Source: an optimization exercise on an open RTL-to-GDS flow (aim: small area, a short achievable clock period and few clock cycles). Production flows keep margins and buffers that such runs may drop.
The RTL of this run was laid out without a check of its function.
Power and IR drop assume default switching activity.

`flow/run.sh`:
```
#!/bin/bash
# synth_recipe.tcl (not shown) runs the flow's synth.tcl, then flattens the netlist and writes it again
# the make line also repeats each setting of config.mk as NAME=value (left out here)
make -C /OpenROAD-flow-scripts/flow DESIGN_CONFIG=/design/flow/config.mk WORK_HOME=/design/flow/orfs CLKGATE_MAP_FILE= SYNTH_SCRIPT=/design/flow/synth_recipe.tcl finish
```
`flow/config.mk`:
```
export PLATFORM = sky130hd
export DESIGN_NAME = approx_mac_top
export DESIGN_NICKNAME = approx_mac_top
export VERILOG_FILES = /design/flow/design.v
export SDC_FILE = /design/flow/constraint.sdc
export NUM_CORES = 4
export LEC_CHECK = 0
export CAP_MARGIN = 20
export CORE_MARGIN = 2
export CORE_UTILIZATION = 40
export CTS_BUF_LIST = sky130_fd_sc_hd__clkbuf_4 sky130_fd_sc_hd__clkbuf_8
export SETUP_SLACK_MARGIN = 5
export SLEW_MARGIN = 20
```
`flow/constraint.sdc`:
```
create_clock -name core_clock -period 9.0 [get_ports {clk}]
set_input_delay 1.8000 -clock core_clock [delete_from_list [all_inputs] [get_ports {clk}]]
set_output_delay 1.8000 -clock core_clock [all_outputs]
set_load 0.01 [all_outputs]
```
`flow/design.v`:
```
`default_nettype none
package mac_op_pkg;
    typedef enum logic [1:0] {
        OP_CLEAR      = 2'b00,  
        OP_MAC_APPROX = 2'b01,
        OP_MAC_EXACT  = 2'b10,
        OP_READ       = 2'b11   
    } mac_op_e;
    typedef struct packed {
        mac_op_e                       op;
        logic signed [16-1:0] a;
        logic signed [16-1:0] b;
    } mac_cmd_t;
    typedef struct packed {
        logic    valid;
        mac_op_e op;
    } mac_tag_t;
endpackage
`default_nettype wire
`default_nettype none
package mac_data_pkg;
    typedef struct packed {
        logic signed [32-1:0] approx;  
        logic signed [32-1:0] exact;
    } prod_pair_t;
    typedef struct packed {
        logic signed [40-1:0] acc;
        logic [48-1:0]        err_sum;
        logic [32-1:0]       err_max;
        logic [32-1:0]       approx_cnt;  
    } mac_result_t;
endpackage
`default_nettype wire
`default_nettype none
module approx_mul_33 (
    input  wire [16-1:0] x,
    input  wire [16-1:0] y,
    input  wire                   ex,
    output logic [39:0]           ps,
    output logic [39:0]           pc,
    output logic [20:0]           es,
    output logic [20:0]           ec
);
    logic pt_w1;
    logic pt_w2;
    logic pt_w3;
    logic pt_w4;
    logic pt_w5;
    logic pt_w6;
    logic pt_w7;
    logic pt_w8;
    logic pt_w9;
    logic pt_w10;
    logic pt_w11;
    logic pt_w12;
    logic pt_w13;
    logic pt_w14;
    logic pt_w15;
    logic pt_w16;
    logic pt_w17;
    logic pt_w18;
    logic pt_w19;
    logic pt_w20;
    logic pt_w21;
    logic pt_w22;
    logic pt_w23;
    logic pt_w24;
    logic pt_w25;
    logic pt_w26;
    logic pt_w27;
    logic pt_w28;
    logic pt_w29;
    logic pt_w30;
    logic pt_w31;
    logic pt_w32;
    logic pt_w33;
    logic pt_w34;
    logic pt_w35;
    logic pt_w36;
    logic pt_w37;
    logic pt_w38;
    logic pt_w39;
    logic pt_w40;
    logic pt_w41;
    logic pt_w42;
    logic pt_w43;
    logic pt_w44;
    logic pt_w45;
    logic pt_w46;
    logic pt_w47;
    logic pt_w48;
    logic pt_w49;
    logic pt_w50;
    logic pt_w51;
    logic pt_w52;
    logic pt_w53;
    logic pt_w54;
    logic pt_w55;
    logic pt_w56;
    logic pt_w57;
    logic pt_w58;
    logic pt_w59;
    logic pt_w60;
    logic pt_w61;
    logic pt_w62;
    logic pt_w63;
    logic pt_w64;
    logic pt_w65;
    logic pt_w66;
    logic pt_w67;
    logic pt_w68;
    logic pt_w69;
    logic pt_w70;
    logic pt_w71;
    logic pt_w72;
    logic pt_w73;
    logic pt_w74;
    logic pt_w75;
    logic pt_w76;
    logic pt_w77;
    logic pt_w78;
    logic pt_w79;
    logic pt_w80;
    logic pt_w81;
    logic pt_w82;
    logic pt_w83;
    logic pt_w84;
    logic pt_w85;
    logic pt_w86;
    logic pt_w87;
    logic pt_w88;
    logic pt_w89;
    logic pt_w90;
    logic pt_w91;
    logic pt_w92;
    logic pt_w93;
    logic pt_w94;
    logic pt_w95;
    logic pt_w96;
    logic pt_w97;
    logic pt_w98;
    logic pt_w99;
    logic pt_w100;
    logic pt_w101;
    logic pt_w102;
    logic pt_w103;
    logic pt_w104;
    logic pt_w105;
    logic pt_w106;
    logic pt_w107;
    logic pt_w108;
    logic pt_w109;
    logic pt_w110;
    logic pt_w111;
    logic pt_w112;
    logic pt_w113;
    logic pt_w114;
    logic pt_w115;
    logic pt_w116;
    logic pt_w117;
    logic pt_w118;
    logic pt_w119;
    logic pt_w120;
    logic pt_w121;
    logic pt_w122;
    logic pt_w123;
    logic pt_w124;
    logic pt_w125;
    logic pt_w126;
    logic pt_w127;
    logic pt_w128;
    logic pt_w129;
    logic pt_w130;
    logic pt_w131;
    logic pt_w132;
    logic pt_w133;
    logic pt_w134;
    logic pt_w135;
    logic pt_w136;
    logic pt_w137;
    logic pt_w138;
    logic pt_w139;
    logic pt_w140;
    logic pt_w141;
    logic pt_w142;
    logic pt_w143;
    logic pt_w144;
    logic pt_w145;
    logic pt_w146;
    logic pt_w147;
    logic pt_w148;
    logic pt_w149;
    logic pt_w150;
    logic pt_w151;
    logic pt_w152;
    logic pt_w153;
    logic pt_w154;
    logic pt_w155;
    logic pt_w156;
    logic pt_w157;
    logic pt_w158;
    logic pt_w159;
    logic pt_w160;
    logic pt_w161;
    logic pt_w162;
    logic pt_w163;
    logic pt_w164;
    logic pt_w165;
    logic pt_w166;
    logic pt_w167;
    logic pt_w168;
    logic pt_w169;
    logic pt_w170;
    logic pt_w171;
    logic pt_w172;
    logic pt_w173;
    logic pt_w174;
    logic pt_w175;
    logic pt_w176;
    logic pt_w177;
    logic pt_w178;
    logic pt_w179;
    logic pt_w180;
    logic pt_w181;
    logic pt_w182;
    logic pt_w183;
    logic pt_w184;
    logic pt_w185;
    logic pt_w186;
    logic pt_w187;
    logic pt_w188;
    logic pt_w189;
    logic pt_w190;
    logic pt_w191;
    logic pt_w192;
    logic pt_w193;
    logic pt_w194;
    logic pt_w195;
    logic pt_w196;
    logic pt_w197;
    logic pt_w198;
    logic pt_w199;
    logic pt_w200;
    logic pt_w201;
    logic pt_w202;
    logic pt_w203;
    logic pt_w204;
    logic pt_w205;
    logic pt_w206;
    logic pt_w207;
    logic pt_w208;
    logic pt_w209;
    logic pt_w210;
    logic pt_w211;
    logic pt_w212;
    logic pt_w213;
    logic pt_w214;
    logic pt_w215;
    logic pt_w216;
    logic pt_w217;
    logic pt_w218;
    logic pt_w219;
    logic pt_w220;
    logic pt_w221;
    logic pt_w222;
    logic pt_w223;
    logic pt_w224;
    logic pt_w225;
    logic pt_w226;
    logic pt_w227;
    logic pt_w228;
    logic pt_w229;
    logic pt_w230;
    logic pt_w231;
    logic pt_w232;
    logic pt_w233;
    logic pt_w234;
    logic pt_w235;
    logic pt_w236;
    logic pt_w237;
    logic pt_w238;
    logic pt_w239;
    logic pt_w240;
    logic pt_w241;
    logic pt_w242;
    logic pt_w243;
    logic pt_w244;
    logic pt_w245;
    logic pt_w246;
    logic pt_w247;
    logic pt_w248;
    logic pt_w249;
    logic pt_w250;
    logic pt_w251;
    logic pt_w252;
    logic pt_w253;
    logic pt_w254;
    logic pt_w255;
    logic pt_w256;
    logic pt_w257;
    logic pt_w258;
    logic pt_w259;
    logic pt_w260;
    logic pt_w261;
    logic pt_w262;
    logic pt_w263;
    logic pt_w264;
    logic pt_w265;
    logic pt_w266;
    logic pt_w267;
    logic pt_w268;
    logic pt_w269;
    logic pt_w270;
    logic pt_w271;
    logic pt_w272;
    logic pt_w273;
    logic pt_w274;
    logic pt_w275;
    logic pt_w276;
    logic pt_w277;
    logic pt_w278;
    logic pt_w279;
    logic pt_w280;
    logic pt_w281;
    logic pt_w282;
    logic pt_w283;
    logic pt_w284;
    logic pt_w285;
    logic pt_w286;
    logic pt_w287;
    logic pt_w288;
    logic pt_w289;
    logic pt_w290;
    logic pt_w291;
    logic pt_w292;
    logic pt_w293;
    logic pt_w294;
    logic pt_w295;
    logic pt_w296;
    logic pt_w297;
    logic pt_w298;
    logic pt_w299;
    logic pt_w300;
    logic pt_w301;
    logic pt_w302;
    logic pt_w303;
    logic pt_w304;
    logic pt_w305;
    logic pt_w306;
    logic pt_w307;
    logic pt_w308;
    logic pt_w309;
    logic pt_w310;
    logic pt_w311;
    logic pt_w312;
    logic pt_w313;
    logic pt_w314;
    logic pt_w315;
    logic pt_w316;
    logic pt_w317;
    logic pt_w318;
    logic pt_w319;
    logic pt_w320;
    logic pt_w321;
    logic pt_w322;
    logic pt_w323;
    logic pt_w324;
    logic pt_w325;
    logic pt_w326;
    logic pt_w327;
    logic pt_w328;
    logic pt_w329;
    logic pt_w330;
    logic pt_w331;
    logic pt_w332;
    logic pt_w333;
    logic pt_w334;
    logic pt_w335;
    logic pt_w336;
    logic pt_w337;
    logic pt_w338;
    logic pt_w339;
    logic pt_w340;
    logic pt_w341;
    logic pt_w342;
    logic pt_w343;
    logic pt_w344;
    logic pt_w345;
    logic pt_w346;
    logic pt_w347;
    logic pt_w348;
    logic pt_w349;
    logic pt_w350;
    logic pt_w351;
    logic pt_w352;
    logic pt_w353;
    logic pt_w354;
    logic pt_w355;
    logic pt_w356;
    logic pt_w357;
    logic pt_w358;
    logic pt_w359;
    logic pt_w360;
    logic pt_w361;
    logic pt_w362;
    logic pt_w363;
    logic pt_w364;
    logic pt_w365;
    logic pt_w366;
    logic pt_w367;
    logic pt_w368;
    logic pt_w369;
    logic pt_w370;
    logic pt_w371;
    logic pt_w372;
    logic pt_w373;
    logic pt_w374;
    logic pt_w375;
    logic pt_w376;
    logic pt_w377;
    logic pt_w378;
    logic pt_w379;
    logic pt_w380;
    logic pt_w381;
    logic pt_w382;
    logic pt_w383;
    logic pt_w384;
    logic pt_w385;
    logic pt_w386;
    logic pt_w387;
    logic pt_w388;
    logic pt_w389;
    logic pt_w390;
    logic pt_w391;
    logic pt_w392;
    logic pt_w393;
    logic pt_w394;
    logic pt_w395;
    logic pt_w396;
    logic pt_w397;
    logic pt_w398;
    logic pt_w399;
    logic pt_w400;
    logic pt_w401;
    logic pt_w402;
    logic pt_w403;
    logic pt_w404;
    logic pt_w405;
    logic pt_w406;
    logic pt_w407;
    logic pt_w408;
    logic pt_w409;
    logic pt_w410;
    logic pt_w411;
    logic pt_w412;
    logic pt_w413;
    logic pt_w414;
    logic pt_w415;
    logic pt_w416;
    logic pt_w417;
    logic pt_w418;
    logic pt_w419;
    logic pt_w420;
    logic pt_w421;
    logic pt_w422;
    logic pt_w423;
    logic pt_w424;
    logic pt_w425;
    logic pt_w426;
    logic pt_w427;
    logic pt_w428;
    logic pt_w429;
    logic pt_w430;
    logic pt_w431;
    logic pt_w432;
    logic pt_w433;
    logic pt_w434;
    logic pt_w435;
    logic pt_w436;
    logic et_w1;
    logic et_w2;
    logic et_w3;
    logic et_w4;
    logic et_w5;
    logic et_w6;
    logic et_w7;
    logic et_w8;
    logic et_w9;
    logic et_w10;
    logic et_w11;
    logic et_w12;
    logic et_w13;
    logic et_w14;
    logic et_w15;
    logic et_w16;
    logic et_w17;
    logic et_w18;
    logic et_w19;
    logic et_w20;
    logic et_w21;
    logic et_w22;
    logic et_w23;
    logic et_w24;
    logic et_w25;
    logic et_w26;
    logic et_w27;
    logic et_w28;
    logic et_w29;
    logic et_w30;
    logic et_w31;
    logic et_w32;
    logic et_w33;
    logic et_w34;
    logic et_w35;
    logic et_w36;
    logic et_w37;
    logic et_w38;
    logic et_w39;
    logic et_w40;
    logic et_w41;
    logic et_w42;
    logic et_w43;
    logic et_w44;
    logic et_w45;
    logic et_w46;
    logic et_w47;
    logic et_w48;
    logic et_w49;
    logic et_w50;
    logic et_w51;
    logic et_w52;
    logic et_w53;
    logic et_w54;
    logic et_w55;
    logic et_w56;
    logic et_w57;
    logic et_w58;
    logic et_w59;
    logic et_w60;
    logic et_w61;
    logic et_w62;
    logic et_w63;
    logic et_w64;
    logic et_w65;
    logic et_w66;
    logic et_w67;
    logic et_w68;
    logic et_w69;
    logic et_w70;
    logic et_w71;
    logic et_w72;
    logic et_w73;
    logic et_w74;
    logic et_w75;
    logic et_w76;
    logic et_w77;
    logic et_w78;
    logic et_w79;
    logic et_w80;
    logic et_w81;
    logic et_w82;
    logic et_w83;
    logic et_w84;
    logic et_w85;
    logic et_w86;
    logic et_w87;
    logic et_w88;
    logic et_w89;
    logic et_w90;
    logic et_w91;
    logic et_w92;
    logic et_w93;
    logic et_w94;
    logic et_w95;
    logic et_w96;
    logic et_w97;
    logic et_w98;
    logic et_w99;
    logic et_w100;
    logic et_w101;
    logic et_w102;
    logic et_w103;
    logic et_w104;
    logic et_w105;
    logic et_w106;
    logic et_w107;
    logic et_w108;
    logic et_w109;
    logic et_w110;
    logic et_w111;
    logic et_w112;
    logic et_w113;
    logic et_w114;
    logic et_w115;
    logic et_w116;
    logic et_w117;
    logic et_w118;
    assign {pt_w2, pt_w1} = {(x[6] & y[8])} + {(x[7] & y[7])} + {(x[8] & y[6])};
    assign {pt_w4, pt_w3} = {(x[9] & y[5])} + {(x[10] & y[4])} + {(x[11] & y[3])};
    assign {pt_w6, pt_w5} = {(x[6] & y[9])} + {(x[7] & y[8])} + {(x[8] & y[7])};
    assign {pt_w8, pt_w7} = {(x[9] & y[6])} + {(x[10] & y[5])} + {(x[11] & y[4])};
    assign {pt_w10, pt_w9} = {(x[12] & y[3])} + {(x[13] & y[2])};
    assign {pt_w12, pt_w11} = {1'b1} + {(x[6] & y[10])} + {(x[7] & y[9])};
    assign {pt_w14, pt_w13} = {(x[8] & y[8])} + {(x[9] & y[7])} + {(x[10] & y[6])};
    assign {pt_w16, pt_w15} = {(x[6] & y[11])} + {(x[7] & y[10])} + {(x[8] & y[9])};
    assign {pt_w18, pt_w17} = {(x[9] & y[8])} + {(x[10] & y[7])} + {(x[11] & y[6])};
    assign {pt_w20, pt_w19} = {(x[6] & y[12])} + {(x[7] & y[11])} + {(x[8] & y[10])};
    assign {pt_w22, pt_w21} = {(x[9] & y[9])} + {(x[10] & y[8])};
    assign {pt_w24, pt_w23} = {(x[6] & y[13])} + {(x[7] & y[12])};
    assign {pt_w26, pt_w25} = {(x[6] & y[3])} + {(x[7] & y[2])};
    assign {pt_w28, pt_w27} = {(x[6] & y[4])} + {(x[7] & y[3])} + {(x[8] & y[2])};
    assign {pt_w30, pt_w29} = {(x[9] & y[1])} + {(x[10] & y[0])} + {((x[0] & y[10]) & ex)};
    assign {pt_w32, pt_w31} = {(x[6] & y[5])} + {(x[7] & y[4])} + {(x[8] & y[3])};
    assign {pt_w34, pt_w33} = {(x[9] & y[2])} + {(x[10] & y[1])} + {(x[11] & y[0])};
    assign {pt_w36, pt_w35} = {(x[0] & y[11])} + {(x[1] & y[10])} + {((x[2] & y[9]) & ex)};
    assign {pt_w38, pt_w37} = {(x[6] & y[6])} + {(x[7] & y[5])} + {(x[8] & y[4])};
    assign {pt_w40, pt_w39} = {(x[9] & y[3])} + {(x[10] & y[2])} + {(x[11] & y[1])};
    assign {pt_w42, pt_w41} = {(x[12] & y[0])} + {((x[2] & y[10]) & ex)} + {((x[3] & y[9]) & ex)};
    assign {pt_w44, pt_w43} = {(x[6] & y[7])} + {(x[7] & y[6])} + {(x[8] & y[5])};
    assign {pt_w46, pt_w45} = {(x[9] & y[4])} + {(x[10] & y[3])} + {(x[11] & y[2])};
    assign {pt_w48, pt_w47} = {(x[12] & y[1])} + {(x[13] & y[0])} + {((x[0] & y[13]) & ex)};
    assign {pt_w50, pt_w49} = {((x[1] & y[12]) & ex)} + {((x[0] & y[12]) & (x[1] & y[11]))};
    assign {pt_w52, pt_w51} = {pt_w1} + {pt_w3} + {(x[12] & y[2])};
    assign {pt_w54, pt_w53} = {(x[13] & y[1])} + {(x[14] & y[0])} + {((x[0] & y[14]) & ex)};
    assign {pt_w56, pt_w55} = {((x[1] & y[13]) & ex)} + {((x[2] & y[12]) & ex)} + {((x[3] & y[11]) & ex)};
    assign {pt_w58, pt_w57} = {((x[4] & y[10]) & ex)} + {((x[5] & y[9]) & ex)} + {((x[2] & y[11]) & (x[3] & y[10]) & ex)};
    assign {pt_w60, pt_w59} = {pt_w2} + {pt_w4} + {pt_w5};
    assign {pt_w62, pt_w61} = {pt_w7} + {pt_w9} + {(x[14] & y[1])};
    assign {pt_w64, pt_w63} = {~(x[15] & y[0])} + {(~(x[0] & y[15]) & ex)} + {((x[1] & y[14]) & ex)};
    assign {pt_w66, pt_w65} = {((x[2] & y[13]) & ex)} + {((x[3] & y[12]) & ex)} + {((x[4] & y[11]) & ex)};
    assign {pt_w68, pt_w67} = {pt_w6} + {pt_w8} + {pt_w10};
    assign {pt_w70, pt_w69} = {pt_w11} + {pt_w13} + {(x[11] & y[5])};
    assign {pt_w72, pt_w71} = {(x[12] & y[4])} + {(x[13] & y[3])} + {(x[14] & y[2])};
    assign {pt_w74, pt_w73} = {~(x[15] & y[1])} + {~(x[1] & y[15])} + {((x[4] & y[12]) ^ (x[5] & y[11]))};
    assign {pt_w76, pt_w75} = {pt_w12} + {pt_w14} + {pt_w15};
    assign {pt_w78, pt_w77} = {pt_w17} + {(x[12] & y[5])} + {(x[13] & y[4])};
    assign {pt_w80, pt_w79} = {(x[14] & y[3])} + {~(x[15] & y[2])} + {~(x[2] & y[15])};
    assign {pt_w82, pt_w81} = {(x[3] & y[14])} + {((x[4] & y[12]) & (x[5] & y[11]) & ex)} + {((x[2] & y[14]) & (x[3] & y[13]))};
    assign {pt_w84, pt_w83} = {pt_w16} + {pt_w18} + {pt_w19};
    assign {pt_w86, pt_w85} = {pt_w21} + {(x[11] & y[7])} + {(x[12] & y[6])};
    assign {pt_w88, pt_w87} = {(x[13] & y[5])} + {(x[14] & y[4])} + {~(x[15] & y[3])};
    assign {pt_w90, pt_w89} = {(x[4] & y[14])} + {(x[5] & y[13])} + {~(x[3] & y[15])};
    assign {pt_w92, pt_w91} = {pt_w20} + {pt_w22} + {pt_w23};
    assign {pt_w94, pt_w93} = {(x[8] & y[11])} + {(x[9] & y[10])} + {(x[10] & y[9])};
    assign {pt_w96, pt_w95} = {(x[11] & y[8])} + {(x[12] & y[7])} + {(x[13] & y[6])};
    assign {pt_w98, pt_w97} = {(x[14] & y[5])} + {~(x[15] & y[4])} + {~(x[4] & y[15])};
    assign {pt_w100, pt_w99} = {pt_w24} + {(x[6] & y[14])} + {(x[7] & y[13])};
    assign {pt_w102, pt_w101} = {(x[8] & y[12])} + {(x[9] & y[11])} + {(x[10] & y[10])};
    assign {pt_w104, pt_w103} = {(x[11] & y[9])} + {(x[12] & y[8])} + {(x[13] & y[7])};
    assign {pt_w106, pt_w105} = {(x[14] & y[6])} + {~(x[15] & y[5])};
    assign {pt_w108, pt_w107} = {~(x[6] & y[15])} + {(x[7] & y[14])} + {(x[8] & y[13])};
    assign {pt_w110, pt_w109} = {(x[9] & y[12])} + {(x[10] & y[11])} + {(x[11] & y[10])};
    assign {pt_w112, pt_w111} = {(x[12] & y[9])} + {(x[13] & y[8])};
    assign {pt_w114, pt_w113} = {~(x[7] & y[15])} + {(x[8] & y[14])} + {(x[9] & y[13])};
    assign {pt_w116, pt_w115} = {(x[10] & y[12])} + {(x[11] & y[11])};
    assign {pt_w118, pt_w117} = {~(x[8] & y[15])} + {(x[9] & y[14])};
    assign {pt_w120, pt_w119} = {(x[6] & y[0])} + {((x[0] & y[6]) & ex)};
    assign {pt_w122, pt_w121} = {(x[6] & y[1])} + {(x[7] & y[0])};
    assign {pt_w124, pt_w123} = {(x[6] & y[2])} + {(x[7] & y[1])} + {(x[8] & y[0])};
    assign {pt_w126, pt_w125} = {((x[2] & y[6]) & ex)} + {((x[3] & y[5]) & ex)} + {(ex ? ((x[0] & y[7]) & (x[1] & y[6])) : ((x[0] & y[7]) | (x[1] & y[6])))};
    assign {pt_w128, pt_w127} = {pt_w25} + {(x[8] & y[1])} + {(x[9] & y[0])};
    assign {pt_w130, pt_w129} = {((x[2] & y[7]) & ex)} + {((x[3] & y[6]) & ex)} + {((x[0] & y[8]) & (x[1] & y[7]))};
    assign {pt_w132, pt_w131} = {((x[0] & y[9]) ^ (x[1] & y[8]))} + {((x[4] & y[4]) & (x[5] & y[3]) & ex)};
    assign {pt_w134, pt_w133} = {pt_w26} + {pt_w27} + {pt_w29};
    assign {pt_w136, pt_w135} = {((x[1] & y[9]) & ex)} + {((x[4] & y[6]) & ex)} + {((x[5] & y[5]) & ex)};
    assign {pt_w138, pt_w137} = {((x[0] & y[9]) & (x[1] & y[8]) & ex)} + {(((x[2] & y[8]) ^ (x[3] & y[7])) & ex)} + {((x[4] & y[5]) & (x[5] & y[4]) & ex)};
    assign {pt_w140, pt_w139} = {pt_w28} + {pt_w30} + {pt_w31};
    assign {pt_w142, pt_w141} = {pt_w33} + {pt_w35} + {((x[3] & y[8]) & ex)};
    assign {pt_w144, pt_w143} = {((x[4] & y[7]) & ex)} + {((x[5] & y[6]) & ex)} + {((x[2] & y[8]) & (x[3] & y[7]))};
    assign {pt_w146, pt_w145} = {pt_w32} + {pt_w34} + {pt_w36};
    assign {pt_w148, pt_w147} = {pt_w37} + {pt_w39} + {pt_w41};
    assign {pt_w150, pt_w149} = {((x[4] & y[8]) & ex)} + {((x[5] & y[7]) & ex)} + {(((x[0] & y[12]) ^ (x[1] & y[11])) & ex)};
    assign {pt_w152, pt_w151} = {pt_w38} + {pt_w40} + {pt_w42};
    assign {pt_w154, pt_w153} = {pt_w43} + {pt_w45} + {pt_w47};
    assign {pt_w156, pt_w155} = {pt_w49} + {((x[2] & y[11]) ^ (x[3] & y[10]))} + {((x[4] & y[9]) ^ (x[5] & y[8]))};
    assign {pt_w158, pt_w157} = {pt_w44} + {pt_w46} + {pt_w48};
    assign {pt_w160, pt_w159} = {pt_w50} + {pt_w51} + {pt_w53};
    assign {pt_w162, pt_w161} = {pt_w55} + {pt_w57} + {((x[4] & y[9]) & (x[5] & y[8]) & ex)};
    assign {pt_w164, pt_w163} = {pt_w52} + {pt_w54} + {pt_w56};
    assign {pt_w166, pt_w165} = {pt_w58} + {pt_w59} + {pt_w61};
    assign {pt_w168, pt_w167} = {pt_w63} + {pt_w65} + {((x[5] & y[10]) & ex)};
    assign {pt_w170, pt_w169} = {pt_w60} + {pt_w62} + {pt_w64};
    assign {pt_w172, pt_w171} = {pt_w66} + {pt_w67} + {pt_w69};
    assign {pt_w174, pt_w173} = {pt_w71} + {pt_w73} + {(((x[2] & y[14]) ^ (x[3] & y[13])) & ex)};
    assign {pt_w176, pt_w175} = {pt_w68} + {pt_w70} + {pt_w72};
    assign {pt_w178, pt_w177} = {pt_w74} + {pt_w75} + {pt_w77};
    assign {pt_w180, pt_w179} = {pt_w79} + {pt_w81} + {(((x[4] & y[13]) ^ (x[5] & y[12])) & ex)};
    assign {pt_w182, pt_w181} = {pt_w76} + {pt_w78} + {pt_w80};
    assign {pt_w184, pt_w183} = {pt_w82} + {pt_w83} + {pt_w85};
    assign {pt_w186, pt_w185} = {pt_w87} + {pt_w89} + {(ex ? ((x[4] & y[13]) & (x[5] & y[12])) : ((x[4] & y[13]) | (x[5] & y[12])))};
    assign {pt_w188, pt_w187} = {pt_w84} + {pt_w86} + {pt_w88};
    assign {pt_w190, pt_w189} = {pt_w90} + {pt_w91} + {pt_w93};
    assign {pt_w192, pt_w191} = {pt_w95} + {pt_w97} + {(x[5] & y[14])};
    assign {pt_w194, pt_w193} = {pt_w92} + {pt_w94} + {pt_w96};
    assign {pt_w196, pt_w195} = {pt_w98} + {pt_w99} + {pt_w101};
    assign {pt_w198, pt_w197} = {pt_w103} + {pt_w105} + {~(x[5] & y[15])};
    assign {pt_w200, pt_w199} = {pt_w100} + {pt_w102} + {pt_w104};
    assign {pt_w202, pt_w201} = {pt_w106} + {pt_w107} + {pt_w109};
    assign {pt_w204, pt_w203} = {pt_w111} + {(x[14] & y[7])} + {~(x[15] & y[6])};
    assign {pt_w206, pt_w205} = {pt_w108} + {pt_w110} + {pt_w112};
    assign {pt_w208, pt_w207} = {pt_w113} + {pt_w115} + {(x[12] & y[10])};
    assign {pt_w210, pt_w209} = {(x[13] & y[9])} + {(x[14] & y[8])} + {~(x[15] & y[7])};
    assign {pt_w212, pt_w211} = {pt_w114} + {pt_w116} + {pt_w117};
    assign {pt_w214, pt_w213} = {(x[10] & y[13])} + {(x[11] & y[12])} + {(x[12] & y[11])};
    assign {pt_w216, pt_w215} = {(x[13] & y[10])} + {(x[14] & y[9])} + {~(x[15] & y[8])};
    assign {pt_w218, pt_w217} = {pt_w118} + {~(x[9] & y[15])} + {(x[10] & y[14])};
    assign {pt_w220, pt_w219} = {(x[11] & y[13])} + {(x[12] & y[12])} + {(x[13] & y[11])};
    assign {pt_w222, pt_w221} = {(x[14] & y[10])} + {~(x[15] & y[9])};
    assign {pt_w224, pt_w223} = {~(x[10] & y[15])} + {(x[11] & y[14])} + {(x[12] & y[13])};
    assign {pt_w226, pt_w225} = {(x[13] & y[12])} + {(x[14] & y[11])};
    assign {pt_w228, pt_w227} = {~(x[11] & y[15])} + {(x[12] & y[14])};
    assign {pt_w230, pt_w229} = {(x[0] & y[4])} + {(x[1] & y[3])};
    assign {pt_w232, pt_w231} = {((x[0] & y[5]) & ex)} + {((x[1] & y[4]) & ex)} + {((x[2] & y[3]) & ex)};
    assign {pt_w234, pt_w233} = {((x[3] & y[2]) & ex)} + {((x[4] & y[1]) & ex)};
    assign {pt_w236, pt_w235} = {pt_w119} + {((x[1] & y[5]) & ex)} + {((x[2] & y[4]) & ex)};
    assign {pt_w238, pt_w237} = {((x[3] & y[3]) & ex)} + {((x[4] & y[2]) & ex)} + {((x[5] & y[1]) & ex)};
    assign {pt_w240, pt_w239} = {pt_w120} + {pt_w121} + {((x[2] & y[5]) & ex)};
    assign {pt_w242, pt_w241} = {((x[3] & y[4]) & ex)} + {((x[0] & y[7]) ^ (x[1] & y[6]))} + {((x[4] & y[3]) ^ (x[5] & y[2]))};
    assign {pt_w244, pt_w243} = {pt_w122} + {pt_w123} + {pt_w125};
    assign {pt_w246, pt_w245} = {(((x[0] & y[8]) ^ (x[1] & y[7])) & ex)} + {((x[4] & y[3]) & (x[5] & y[2]) & ex)} + {((x[4] & y[4]) ^ (x[5] & y[3]))};
    assign {pt_w248, pt_w247} = {pt_w124} + {pt_w126} + {pt_w127};
    assign {pt_w250, pt_w249} = {pt_w129} + {pt_w131} + {((x[4] & y[5]) ^ (x[5] & y[4]))};
    assign {pt_w252, pt_w251} = {pt_w128} + {pt_w130} + {pt_w132};
    assign {pt_w254, pt_w253} = {pt_w133} + {pt_w135} + {pt_w137};
    assign {pt_w256, pt_w255} = {pt_w134} + {pt_w136} + {pt_w138};
    assign {pt_w258, pt_w257} = {pt_w139} + {pt_w141} + {pt_w143};
    assign {pt_w260, pt_w259} = {pt_w140} + {pt_w142} + {pt_w144};
    assign {pt_w262, pt_w261} = {pt_w145} + {pt_w147} + {pt_w149};
    assign {pt_w264, pt_w263} = {pt_w146} + {pt_w148} + {pt_w150};
    assign {pt_w266, pt_w265} = {pt_w151} + {pt_w153} + {pt_w155};
    assign {pt_w268, pt_w267} = {pt_w152} + {pt_w154} + {pt_w156};
    assign {pt_w270, pt_w269} = {pt_w157} + {pt_w159} + {pt_w161};
    assign {pt_w272, pt_w271} = {pt_w158} + {pt_w160} + {pt_w162};
    assign {pt_w274, pt_w273} = {pt_w163} + {pt_w165} + {pt_w167};
    assign {pt_w276, pt_w275} = {pt_w164} + {pt_w166} + {pt_w168};
    assign {pt_w278, pt_w277} = {pt_w169} + {pt_w171} + {pt_w173};
    assign {pt_w280, pt_w279} = {pt_w170} + {pt_w172} + {pt_w174};
    assign {pt_w282, pt_w281} = {pt_w175} + {pt_w177} + {pt_w179};
    assign {pt_w284, pt_w283} = {pt_w176} + {pt_w178} + {pt_w180};
    assign {pt_w286, pt_w285} = {pt_w181} + {pt_w183} + {pt_w185};
    assign {pt_w288, pt_w287} = {pt_w182} + {pt_w184} + {pt_w186};
    assign {pt_w290, pt_w289} = {pt_w187} + {pt_w189} + {pt_w191};
    assign {pt_w292, pt_w291} = {pt_w188} + {pt_w190} + {pt_w192};
    assign {pt_w294, pt_w293} = {pt_w193} + {pt_w195} + {pt_w197};
    assign {pt_w296, pt_w295} = {pt_w194} + {pt_w196} + {pt_w198};
    assign {pt_w298, pt_w297} = {pt_w199} + {pt_w201} + {pt_w203};
    assign {pt_w300, pt_w299} = {pt_w200} + {pt_w202} + {pt_w204};
    assign {pt_w302, pt_w301} = {pt_w205} + {pt_w207} + {pt_w209};
    assign {pt_w304, pt_w303} = {pt_w206} + {pt_w208} + {pt_w210};
    assign {pt_w306, pt_w305} = {pt_w211} + {pt_w213} + {pt_w215};
    assign {pt_w308, pt_w307} = {pt_w212} + {pt_w214} + {pt_w216};
    assign {pt_w310, pt_w309} = {pt_w217} + {pt_w219} + {pt_w221};
    assign {pt_w312, pt_w311} = {pt_w218} + {pt_w220} + {pt_w222};
    assign {pt_w314, pt_w313} = {pt_w223} + {pt_w225} + {~(x[15] & y[10])};
    assign {pt_w316, pt_w315} = {pt_w224} + {pt_w226} + {pt_w227};
    assign {pt_w318, pt_w317} = {(x[13] & y[13])} + {(x[14] & y[12])} + {~(x[15] & y[11])};
    assign {pt_w320, pt_w319} = {pt_w228} + {~(x[12] & y[15])} + {(x[13] & y[14])};
    assign {pt_w322, pt_w321} = {(x[14] & y[13])} + {~(x[15] & y[12])};
    assign {pt_w324, pt_w323} = {~(x[13] & y[15])} + {(x[14] & y[14])};
    assign {pt_w326, pt_w325} = {((x[0] & y[3]) & ex)} + {((x[1] & y[2]) & ex)};
    assign {pt_w328, pt_w327} = {pt_w229} + {((x[2] & y[2]) & ex)} + {((x[3] & y[1]) & ex)};
    assign {pt_w330, pt_w329} = {pt_w230} + {pt_w231} + {pt_w233};
    assign {pt_w332, pt_w331} = {pt_w232} + {pt_w234} + {pt_w235};
    assign {pt_w334, pt_w333} = {pt_w236} + {pt_w238} + {pt_w239};
    assign {pt_w336, pt_w335} = {pt_w240} + {pt_w242} + {pt_w243};
    assign {pt_w338, pt_w337} = {pt_w244} + {pt_w246} + {pt_w247};
    assign {pt_w340, pt_w339} = {pt_w248} + {pt_w250} + {pt_w251};
    assign {pt_w342, pt_w341} = {pt_w252} + {pt_w254} + {pt_w255};
    assign {pt_w344, pt_w343} = {pt_w256} + {pt_w258} + {pt_w259};
    assign {pt_w346, pt_w345} = {pt_w260} + {pt_w262} + {pt_w263};
    assign {pt_w348, pt_w347} = {pt_w264} + {pt_w266} + {pt_w267};
    assign {pt_w350, pt_w349} = {pt_w268} + {pt_w270} + {pt_w271};
    assign {pt_w352, pt_w351} = {pt_w272} + {pt_w274} + {pt_w275};
    assign {pt_w354, pt_w353} = {pt_w276} + {pt_w278} + {pt_w279};
    assign {pt_w356, pt_w355} = {pt_w280} + {pt_w282} + {pt_w283};
    assign {pt_w358, pt_w357} = {pt_w284} + {pt_w286} + {pt_w287};
    assign {pt_w360, pt_w359} = {pt_w288} + {pt_w290} + {pt_w291};
    assign {pt_w362, pt_w361} = {pt_w292} + {pt_w294} + {pt_w295};
    assign {pt_w364, pt_w363} = {pt_w296} + {pt_w298} + {pt_w299};
    assign {pt_w366, pt_w365} = {pt_w300} + {pt_w302} + {pt_w303};
    assign {pt_w368, pt_w367} = {pt_w304} + {pt_w306} + {pt_w307};
    assign {pt_w370, pt_w369} = {pt_w308} + {pt_w310} + {pt_w311};
    assign {pt_w372, pt_w371} = {pt_w312} + {pt_w314} + {pt_w315};
    assign {pt_w374, pt_w373} = {pt_w316} + {pt_w318} + {pt_w319};
    assign {pt_w376, pt_w375} = {pt_w320} + {pt_w322} + {pt_w323};
    assign {pt_w378, pt_w377} = {pt_w324} + {~(x[14] & y[15])};
    assign {pt_w380, pt_w379} = {((x[0] & y[2]) & ex)} + {((x[1] & y[1]) & ex)};
    assign {pt_w382, pt_w381} = {pt_w325} + {((x[2] & y[1]) & ex)} + {((x[3] & y[0]) & ex)};
    assign {pt_w384, pt_w383} = {pt_w326} + {pt_w327} + {((x[4] & y[0]) & ex)};
    assign {pt_w386, pt_w385} = {pt_w328} + {pt_w329} + {((x[5] & y[0]) & ex)};
    assign {pt_w388, pt_w387} = {pt_w330} + {pt_w331} + {pt_w237};
    assign {pt_w390, pt_w389} = {pt_w332} + {pt_w333} + {pt_w241};
    assign {pt_w392, pt_w391} = {pt_w334} + {pt_w335} + {pt_w245};
    assign {pt_w394, pt_w393} = {pt_w336} + {pt_w337} + {pt_w249};
    assign {pt_w396, pt_w395} = {pt_w338} + {pt_w339} + {pt_w253};
    assign {pt_w398, pt_w397} = {pt_w340} + {pt_w341} + {pt_w257};
    assign {pt_w400, pt_w399} = {pt_w342} + {pt_w343} + {pt_w261};
    assign {pt_w402, pt_w401} = {pt_w344} + {pt_w345} + {pt_w265};
    assign {pt_w404, pt_w403} = {pt_w346} + {pt_w347} + {pt_w269};
    assign {pt_w406, pt_w405} = {pt_w348} + {pt_w349} + {pt_w273};
    assign {pt_w408, pt_w407} = {pt_w350} + {pt_w351} + {pt_w277};
    assign {pt_w410, pt_w409} = {pt_w352} + {pt_w353} + {pt_w281};
    assign {pt_w412, pt_w411} = {pt_w354} + {pt_w355} + {pt_w285};
    assign {pt_w414, pt_w413} = {pt_w356} + {pt_w357} + {pt_w289};
    assign {pt_w416, pt_w415} = {pt_w358} + {pt_w359} + {pt_w293};
    assign {pt_w418, pt_w417} = {pt_w360} + {pt_w361} + {pt_w297};
    assign {pt_w420, pt_w419} = {pt_w362} + {pt_w363} + {pt_w301};
    assign {pt_w422, pt_w421} = {pt_w364} + {pt_w365} + {pt_w305};
    assign {pt_w424, pt_w423} = {pt_w366} + {pt_w367} + {pt_w309};
    assign {pt_w426, pt_w425} = {pt_w368} + {pt_w369} + {pt_w313};
    assign {pt_w428, pt_w427} = {pt_w370} + {pt_w371} + {pt_w317};
    assign {pt_w430, pt_w429} = {pt_w372} + {pt_w373} + {pt_w321};
    assign {pt_w432, pt_w431} = {pt_w374} + {pt_w375} + {~(x[15] & y[13])};
    assign {pt_w434, pt_w433} = {pt_w376} + {pt_w377} + {~(x[15] & y[14])};
    assign {pt_w436, pt_w435} = {pt_w378} + {(x[15] & y[15])};
    assign {et_w2, et_w1} = {1'b1} + {~(x[0] & y[6])};
    assign {et_w4, et_w3} = {1'b1} + {~(x[0] & y[10])} + {~(x[1] & y[9])};
    assign {et_w6, et_w5} = {~(x[0] & y[14])} + {~(x[1] & y[13])} + {~(x[2] & y[12])};
    assign {et_w8, et_w7} = {(x[0] & y[15])} + {~(x[1] & y[14])};
    assign {et_w10, et_w9} = {1'b1} + {~(x[0] & y[3])};
    assign {et_w12, et_w11} = {1'b1} + {~(x[2] & y[2])};
    assign {et_w14, et_w13} = {~(x[0] & y[5])} + {~(x[1] & y[4])} + {~(x[2] & y[3])};
    assign {et_w16, et_w15} = {~(x[3] & y[2])} + {~(x[4] & y[1])};
    assign {et_w18, et_w17} = {et_w1} + {~(x[1] & y[5])} + {~(x[2] & y[4])};
    assign {et_w20, et_w19} = {~(x[3] & y[3])} + {~(x[4] & y[2])} + {~(x[5] & y[1])};
    assign {et_w22, et_w21} = {et_w2} + {~(x[2] & y[5])};
    assign {et_w24, et_w23} = {~(x[2] & y[6])} + {~(x[3] & y[5])} + {((x[0] & y[7]) ^ (x[1] & y[6]))};
    assign {et_w26, et_w25} = {1'b1} + {~(x[2] & y[7])};
    assign {et_w28, et_w27} = {et_w3} + {~(x[4] & y[6])} + {~(x[5] & y[5])};
    assign {et_w30, et_w29} = {~((x[0] & y[9]) & (x[1] & y[8]))} + {~((x[2] & y[8]) ^ (x[3] & y[7]))};
    assign {et_w32, et_w31} = {et_w4} + {~(x[2] & y[9])} + {~(x[3] & y[8])};
    assign {et_w34, et_w33} = {~(x[4] & y[7])} + {~(x[5] & y[6])};
    assign {et_w36, et_w35} = {~(x[2] & y[10])} + {~(x[3] & y[9])} + {~(x[4] & y[8])};
    assign {et_w38, et_w37} = {~(x[5] & y[7])} + {~((x[0] & y[12]) ^ (x[1] & y[11]))};
    assign {et_w40, et_w39} = {1'b1} + {~(x[0] & y[13])};
    assign {et_w42, et_w41} = {et_w5} + {~(x[3] & y[11])} + {~(x[4] & y[10])};
    assign {et_w44, et_w43} = {~(x[5] & y[9])} + {~((x[2] & y[11]) & (x[3] & y[10]))};
    assign {et_w46, et_w45} = {et_w6} + {et_w7} + {~(x[2] & y[13])};
    assign {et_w48, et_w47} = {~(x[3] & y[12])} + {~(x[4] & y[11])} + {~(x[5] & y[10])};
    assign {et_w50, et_w49} = {1'b1} + {et_w8};
    assign {et_w52, et_w51} = {1'b1} + {~(x[0] & y[2])};
    assign {et_w54, et_w53} = {et_w9} + {~(x[1] & y[2])} + {~(x[2] & y[1])};
    assign {et_w56, et_w55} = {et_w10} + {et_w11} + {~(x[3] & y[1])};
    assign {et_w58, et_w57} = {et_w12} + {et_w13} + {et_w15};
    assign {et_w60, et_w59} = {et_w14} + {et_w16} + {et_w17};
    assign {et_w62, et_w61} = {et_w18} + {et_w20} + {et_w21};
    assign {et_w64, et_w63} = {et_w22} + {et_w23} + {~((x[0] & y[8]) ^ (x[1] & y[7]))};
    assign {et_w66, et_w65} = {et_w24} + {et_w25} + {~(x[3] & y[6])};
    assign {et_w68, et_w67} = {et_w26} + {et_w27} + {et_w29};
    assign {et_w70, et_w69} = {et_w28} + {et_w30} + {et_w31};
    assign {et_w72, et_w71} = {et_w32} + {et_w34} + {et_w35};
    assign {et_w74, et_w73} = {et_w36} + {et_w38} + {et_w39};
    assign {et_w76, et_w75} = {et_w40} + {et_w41} + {et_w43};
    assign {et_w78, et_w77} = {et_w42} + {et_w44} + {et_w45};
    assign {et_w80, et_w79} = {et_w46} + {et_w48} + {et_w49};
    assign {et_w82, et_w81} = {et_w50} + {~((x[4] & y[12]) & (x[5] & y[11]))};
    assign {et_w84, et_w83} = {1'b1} + {~(x[0] & y[1])};
    assign {et_w86, et_w85} = {et_w51} + {~(x[1] & y[1])} + {~(x[2] & y[0])};
    assign {et_w88, et_w87} = {et_w52} + {et_w53} + {~(x[3] & y[0])};
    assign {et_w90, et_w89} = {et_w54} + {et_w55} + {~(x[4] & y[0])};
    assign {et_w92, et_w91} = {et_w56} + {et_w57} + {~(x[5] & y[0])};
    assign {et_w94, et_w93} = {et_w58} + {et_w59} + {et_w19};
    assign {et_w96, et_w95} = {et_w60} + {et_w61} + {~(x[3] & y[4])};
    assign {et_w98, et_w97} = {et_w62} + {et_w63} + {~((x[4] & y[3]) & (x[5] & y[2]))};
    assign {et_w100, et_w99} = {et_w64} + {et_w65} + {~((x[4] & y[4]) & (x[5] & y[3]))};
    assign {et_w102, et_w101} = {et_w66} + {et_w67} + {~((x[4] & y[5]) & (x[5] & y[4]))};
    assign {et_w104, et_w103} = {et_w68} + {et_w69} + {et_w33};
    assign {et_w106, et_w105} = {et_w70} + {et_w71} + {et_w37};
    assign {et_w108, et_w107} = {et_w72} + {et_w73} + {~(x[1] & y[12])};
    assign {et_w110, et_w109} = {et_w74} + {et_w75} + {~((x[4] & y[9]) & (x[5] & y[8]))};
    assign {et_w112, et_w111} = {et_w76} + {et_w77} + {et_w47};
    assign {et_w114, et_w113} = {et_w78} + {et_w79} + {~((x[2] & y[14]) ^ (x[3] & y[13]))};
    assign {et_w116, et_w115} = {et_w80} + {et_w81} + {~((x[4] & y[13]) ^ (x[5] & y[12]))};
    assign {et_w118, et_w117} = {1'b1} + {et_w82} + {((x[4] & y[13]) ^ (x[5] & y[12]))};
    assign ps = {1'b1, 1'b1, 1'b1, 1'b1, 1'b1, 1'b1, 1'b1, 1'b1, pt_w436, pt_w434, pt_w432, pt_w430, pt_w428, pt_w426, pt_w424, pt_w422, pt_w420, pt_w418, pt_w416, pt_w414, pt_w412, pt_w410, pt_w408, pt_w406, pt_w404, pt_w402, pt_w400, pt_w398, pt_w396, pt_w394, pt_w392, pt_w390, pt_w388, pt_w386, pt_w384, pt_w382, pt_w380, pt_w379, ((x[0] & y[1]) & ex), ((x[0] & y[0]) & ex)};
    assign pc = {1'b0, 1'b0, 1'b0, 1'b0, 1'b0, 1'b0, 1'b0, 1'b0, 1'b1, pt_w435, pt_w433, pt_w431, pt_w429, pt_w427, pt_w425, pt_w423, pt_w421, pt_w419, pt_w417, pt_w415, pt_w413, pt_w411, pt_w409, pt_w407, pt_w405, pt_w403, pt_w401, pt_w399, pt_w397, pt_w395, pt_w393, pt_w391, pt_w389, pt_w387, pt_w385, pt_w383, pt_w381, ((x[2] & y[0]) & ex), ((x[1] & y[0]) & ex), 1'b0};
    assign es = {1'b1, et_w118, et_w116, et_w114, et_w112, et_w110, et_w108, et_w106, et_w104, et_w102, et_w100, et_w98, et_w96, et_w94, et_w92, et_w90, et_w88, et_w86, et_w84, et_w83, 1'b1};
    assign ec = {1'b0, 1'b0, et_w117, et_w115, et_w113, et_w111, et_w109, et_w107, et_w105, et_w103, et_w101, et_w99, et_w97, et_w95, et_w93, et_w91, et_w89, et_w87, et_w85, ~(x[1] & y[0]), ~(x[0] & y[0])};
endmodule
`default_nettype wire
`default_nettype none
module mac_ctrl (
    input  wire  clk,
    input  wire  arst_n,
    input  wire  cmd_valid,
    input  wire  [1:0] cmd_op,
    output logic cmd_ready,
    output logic [1:0] a_op,     
    output logic b_clr,          
    output logic b_apx,          
    output logic b_exa,          
    output logic result_valid,
    input  wire  result_ready
);
    logic a_v;
    logic go;
    logic a_v_nxt;
    logic rv_nxt;
    assign go      = !result_valid || result_ready;
    assign a_v_nxt = (a_v && !go) || (cmd_valid && cmd_ready);
    assign rv_nxt  = (result_valid && !result_ready) || (a_v && go && a_op == 2'b11);
    always_ff @(posedge clk or negedge arst_n) begin
        if (!arst_n) begin
            a_v          <= 1'b0;
            cmd_ready    <= 1'b1;
            result_valid <= 1'b0;
            b_clr        <= 1'b0;
            b_apx        <= 1'b0;
            b_exa        <= 1'b0;
        end else begin
            a_v          <= a_v_nxt;
            result_valid <= rv_nxt;
            cmd_ready    <= !(a_v_nxt && rv_nxt);
            b_clr        <= a_v && go && a_op == 2'b00;
            b_apx        <= a_v && go && a_op == 2'b01;
            b_exa        <= a_v && go && a_op == 2'b10;
        end
    end
    always_ff @(posedge clk) begin
        if (cmd_ready) a_op <= cmd_op;
    end
endmodule
`default_nettype wire
`default_nettype none
module err_monitor (
    input  wire                    clk,
    input  wire                    arst_n,
    input  wire  [20:0]            d,
    input  wire                    b_clr,
    input  wire                    b_apx,
    output logic [48-1:0]  err_sum,
    output logic [32-1:0] err_max,
    output logic [32-1:0] approx_cnt
);
    logic [19:0] abs_err;
    logic [19:0] max_q;
    assign abs_err = (d[19:0] ^ {20{d[20]}}) + {19'b0, d[20]};
    assign err_max = {12'b0, max_q};
    always_ff @(posedge clk or negedge arst_n) begin
        if (!arst_n) begin
            err_sum    <= '0;
            max_q      <= '0;
            approx_cnt <= '0;
        end else if (b_clr) begin
            err_sum    <= '0;
            max_q      <= '0;
            approx_cnt <= '0;
        end else if (b_apx) begin
            err_sum    <= err_sum + {28'b0, abs_err};
            approx_cnt <= approx_cnt + 1'b1;
            if (abs_err > max_q) max_q <= abs_err;
        end
    end
endmodule
`default_nettype wire
`default_nettype none
module mac_accum (
    input  wire                   clk,
    input  wire                   arst_n,
    input  wire  [39:0]           ps,
    input  wire  [39:0]           pc,
    input  wire                   b_clr,
    input  wire                   b_mac,
    output logic [40-1:0] acc
);
    always_ff @(posedge clk or negedge arst_n) begin
        if (!arst_n) begin
            acc <= '0;
        end else if (b_clr) begin
            acc <= '0;
        end else if (b_mac) begin
            acc <= acc + ps + pc;  
        end
    end
endmodule
`default_nettype wire
`default_nettype none
module approx_mac_top (
    input  wire                         clk,
    input  wire                         arst_n,
    input  wire [33:0]                  cmd,     
    input  wire                         cmd_valid,
    output logic                        cmd_ready,
    output logic [151:0]                result,  
    output logic                        result_valid,
    input  wire                         result_ready
);
    mac_op_pkg::mac_cmd_t         cmd_s;
    mac_data_pkg::mac_result_t    result_s;
    logic [1:0]                   a_op;
    logic [16-1:0]       a_q;
    logic [16-1:0]       b_q;
    logic                         b_clr;
    logic                         b_apx;
    logic                         b_exa;
    logic [39:0]                  ps;
    logic [39:0]                  pc;
    logic [20:0]                  es;
    logic [20:0]                  ec;
    logic [39:0]                  ps_q;
    logic [39:0]                  pc_q;
    logic [20:0]                  d_q;
    logic signed [40-1:0] acc;
    logic [48-1:0]        err_sum;
    logic [32-1:0]       err_max;
    logic [32-1:0]       approx_cnt;
    assign cmd_s  = cmd;
    assign result = result_s;
    mac_ctrl mac_ctrl_i (
        .clk          (clk),
        .arst_n       (arst_n),
        .cmd_valid    (cmd_valid),
        .cmd_op       (cmd_s.op),
        .cmd_ready    (cmd_ready),
        .a_op         (a_op),
        .b_clr        (b_clr),
        .b_apx        (b_apx),
        .b_exa        (b_exa),
        .result_valid (result_valid),
        .result_ready (result_ready)
    );
    always_ff @(posedge clk) begin
        if (cmd_ready) begin
            a_q <= cmd_s.a;
            b_q <= cmd_s.b;
        end
    end
    approx_mul_33 approx_mul_33_i (
        .x  (a_q),
        .y  (b_q),
        .ex (a_op == 2'b10),
        .ps (ps),
        .pc (pc),
        .es (es),
        .ec (ec)
    );
    always_ff @(posedge clk) begin
        ps_q <= ps;
        pc_q <= pc;
        d_q  <= es + ec;
    end
    err_monitor err_monitor_i (
        .clk        (clk),
        .arst_n     (arst_n),
        .d          (d_q),
        .b_clr      (b_clr),
        .b_apx      (b_apx),
        .err_sum    (err_sum),
        .err_max    (err_max),
        .approx_cnt (approx_cnt)
    );
    mac_accum mac_accum_i (
        .clk    (clk),
        .arst_n (arst_n),
        .ps     (ps_q),
        .pc     (pc_q),
        .b_clr  (b_clr),
        .b_mac  (b_apx || b_exa),
        .acc    (acc)
    );
    assign result_s.acc        = acc;
    assign result_s.err_sum    = err_sum;
    assign result_s.err_max    = err_max;
    assign result_s.approx_cnt = approx_cnt;
endmodule
`default_nettype wire
```
==> flow_metrics.tcl <==
set metrics [dict create \
    fillCellCount 5117 \
    die_x_um 243 \
    dpl_cell_area_um2 25500 \
    cp-end-kind "register" \
    mostFrequentLayoutCell "inv_1" \
    arrival_ns 4.89 \
    seq_area_um2 6340 \
    dp_slack_ns 3.79 \
    path_clk_slew_ns 0.06 \
    synthToLayoutAreaGrowth_pct 23.8 \
    multi_input_area_um2 15900 \
    ys.flop_type "dfrtp_1" \
    synth_edf_count 34 \
    async_flop_share_pct 55.5 \
    dieHeight_um 243 \
    wl_per_cell_um 17.8 \
    cp_common_cell "fa_1" \
    path_cells "buf_4 > and2_4 > ha_4 > inv_4 > fa_1 > inv_1 > fa_1 > inv_2 > fa_1 > inv_2 > ha_4 > a21oi_4 > nand2_1 > o21a_1 > a41o_1 > o31ai_4 > nand2b_1 > a221oi_2 > xnor2_1" \
    finalHoldViolations 0 \
    gp_congestion 0.890 \
    fin_area_um2 28400 \
    routed_via_density 5.12 \
    tns_ns 0 \
    path_max_fanout 4 \
    clock-sinks 263 \
    layout_setup_ws_ns 4.62 \
    yosys.area.top_type_share_pct 23.4 \
    core_um2 56500 \
    grt_pass1_vias 18300 \
    required_ns 9.50 \
    period_share_pct 48.7 \
    tightest_slew_ns 0.904 \
    drive_above_1_share_pct 13.1 \
    synth_top_cell_by_area "fa_1" \
    grt_antenna_before_repair 2 \
    power_density_nw_per_um2 380 \
    grt_use_total_pct 20.8 \
    drtAntennaViolNets 0 \
    period_needed_ns 4.38 \
    critical_path.top_delay_family "adder cells" \
    cts-htree-levels 2 \
    worst_skew_pair.late_latency_ns 0.67 \
    cp-start-kind "register" \
    grt_max_degree 80 \
    syn_inst 2438 \
    layout_common_cells "inv_1 (330), fa_1 (252), nand2_1 (239)" \
    outcome "timing/DRC/antenna clean" \
    critPathKind "reg -> reg" \
    synth_area_um2 22900 \
    rrSetupSlack_ns 4.62 \
    num_rows 87 \
    vdd_ir_drop_max_v 0.000205 \
    synth_area_per_cell_um2 9.41 \
    dp.cells 3292 \
    drt_iter0_drc 955 \
    clock_skew_ns 0.0617 \
    numCtsBuffers 49 \
    hpwlAfterDp_um 43700 \
    cts_tree "yes" \
    io_pins 192 \
    die_area_um2 59300 \
    start_util_pct 40.6 \
    report.final.slew_viol_count 0 \
    final_cells 3492 \
    cts_buffer_depth 3 \
    synth.distinct_cells 72 \
    ys_warn_count 4 \
    worst_hold_path_type "reg -> reg" \
    fmax_mhz 228 \
    synthTopCellsByArea "fa_1 (23%), dfrtp_1 (16%), ha_1 (8.2%)" \
    wirelength_um 62300 \
    maxCapViolCount 0 \
    p_total_mw 10.8 \
    critPathBufInv 5 \
    fin_nets 3152 \
    rsz0062_at_grt "true" \
    numPortBuffers 179 \
    post-route-util_pct 50.2 \
    num_vias 17900 \
    grt-ovfl-total 0 \
    drcViolationCount 0 \
    finalSetupViolCount 0 \
    p_leak_nw 13.0 \
    firstDrtPassIters 5 \
    grt_pass1_wl_um 98500 \
    max_stage_delay_ns 0.50 \
    ys_seq_area_share_pct 27.6 \
    holdWs_ns 0.513 \
    slowest_stage "fa_1" \
    clockRootBuffer "clkbuf_8" \
    slew-limit-headroom_pct 39.8 \
    ys_ff_latch 263 \
]
-- worst reg2reg max path, stage by stage (launching register included) --
cell and delay [ns]:
edfxtp_1 0.38, buf_4 0.17, and2_4 0.15, ha_4 0.27, inv_4 0.03, fa_1 0.48
inv_1 0.05, fa_1 0.49, inv_2 0.05, fa_1 0.50, inv_2 0.05, ha_4 0.23
a21oi_4 0.13, nand2_1 0.07, o21a_1 0.19, a41o_1 0.23, o31ai_4 0.28, nand2b_1 0.13
a221oi_2 0.25, xnor2_1 0.10
-- state kept, by name, indices dropped and copies added (netlist names), 2 cells and up --
signal and cells:
a_q 16, b_q 16, d_q 21, err_monitor_i.approx_cnt 32
err_monitor_i.err_sum 48, err_monitor_i.max_q 20, mac_accum_i.acc 40, mac_accum_i.pc 30
mac_ctrl_i.a_op 2, ps_q 32
-- layer usage --
metal	part of all wire (%)	vias up	GRT usage, %
met5	0.021	-	0
met4	2.7	2	6.64
met3	5.5	112	3.46
met2	46	469	33.1
met1	46	8970	28.8
li1	-	8309	-
-- power breakdown --
group / switching, mW / internal (mW)
Combinational: 4.10 / 3.49
Clock: 0.551 / 0.684
Sequential: 0.373 / 1.58
Total: 5.03 / 5.76
-- cells by family (layout without fill, tap and decap cells) --
kind of cell               count (synthesis)  after routing  share of synthesized area [%]
muxes                                     36             36                           1.58
buffers and inverters                    449            734                           7.55
adders and majority gates                418            418                           31.6
other                                      1             13                         0.0164
xor gates and xnor gates                 142            142                           5.42
DFF                                      263            263                           27.6
and+or+nand+nor                          815            816                           17.5
AOI/OAI and AO/OA                        314            314                           8.73
-- final timing paths --
kind                                               from                                        to  cells past startpoint
setup / recovery                       a_q[0]$_DFFE_PP_                           d_q[17]$_DFF_P_                     19
hold / removal             mac_ctrl_i.a_op[1]$_DFFE_PP_                mac_ctrl_i.b_apx$_DFF_PN0_                      1
setup reg to reg                       a_q[0]$_DFFE_PP_                           d_q[17]$_DFF_P_                     19
hold reg to reg            mac_ctrl_i.a_op[1]$_DFFE_PP_                mac_ctrl_i.b_apx$_DFF_PN0_                      1
max in group asynchronous                        arst_n       err_monitor_i.max_q[10]$_DFFE_PN0P_                      2
min in group asynchronous                        arst_n  err_monitor_i.approx_cnt[20]$_DFFE_PN0P_                      1
-- synth_stat cells, types with 34 or more instances --
| library cell | instances |
|---|---|
| a21o_1 | 41 |
| a21oi_1 | 110 |
| nand2_1 | 242 |
| nand3_1 | 51 |
| xnor2_1 | 75 |
| and3_1 | 61 |
| clkbuf_1 | 92 |
| nor2_1 | 174 |
| dfrtp_1 | 145 |
| ha_1 | 150 |
| inv_1 | 339 |
| o21ai_0 | 56 |
| fa_1 | 268 |
| and2_1 | 185 |
| edfxtp_1 | 34 |
| dfxtp_1 | 83 |
| mux2i_1 | 34 |
| xor2_1 | 67 |
-- area by class of cell --
type,count,share of cell area [%]
clock inverter,22,0.648
tap,756,3.33
clock buffer,68,3.03
timing repair buffer,305,10.3
antenna,1,0.00881
inverter,339,4.50
sequential,263,22.3
multi-input combinational,1738,55.9
-- repair_timing --
item,in CTS,in global routing
hold buffers,0,0
endpoints found under the setup margin,91,84
gates cloned,1,1
resized for setup,65,132
setup buffers,67,40
pin swaps,21,73

## separate check: timing with driven ports
In the flow no input, the clock included, has a driving cell. The finished layout below was timed again as built, in two steps. Step 1, drivers: a clkbuf_16 drives clk and a buf_2 each remaining input, both assumed. Step 2 moves the port delays by t, midway between the first and last clock arrival at a register: inputs arrive t later, outputs are due t later. That takes back most of the time a late clock gives input paths. a / b / c = ideal / step 1 / step 2; a / b = the first two.
t, ns: 0.697
setup slack, ns: 4.615 / 4.615 / 4.615
worst hold slack (ns): 0.513 / 0.513 / 0.513
worst setup path at the end: register to register
cell pins on the clock port's net: 1
After both steps setup and hold are still met in this run. The setup slack of this run moves by 0.000 ns with the drivers and by 0.000 ns with both steps.
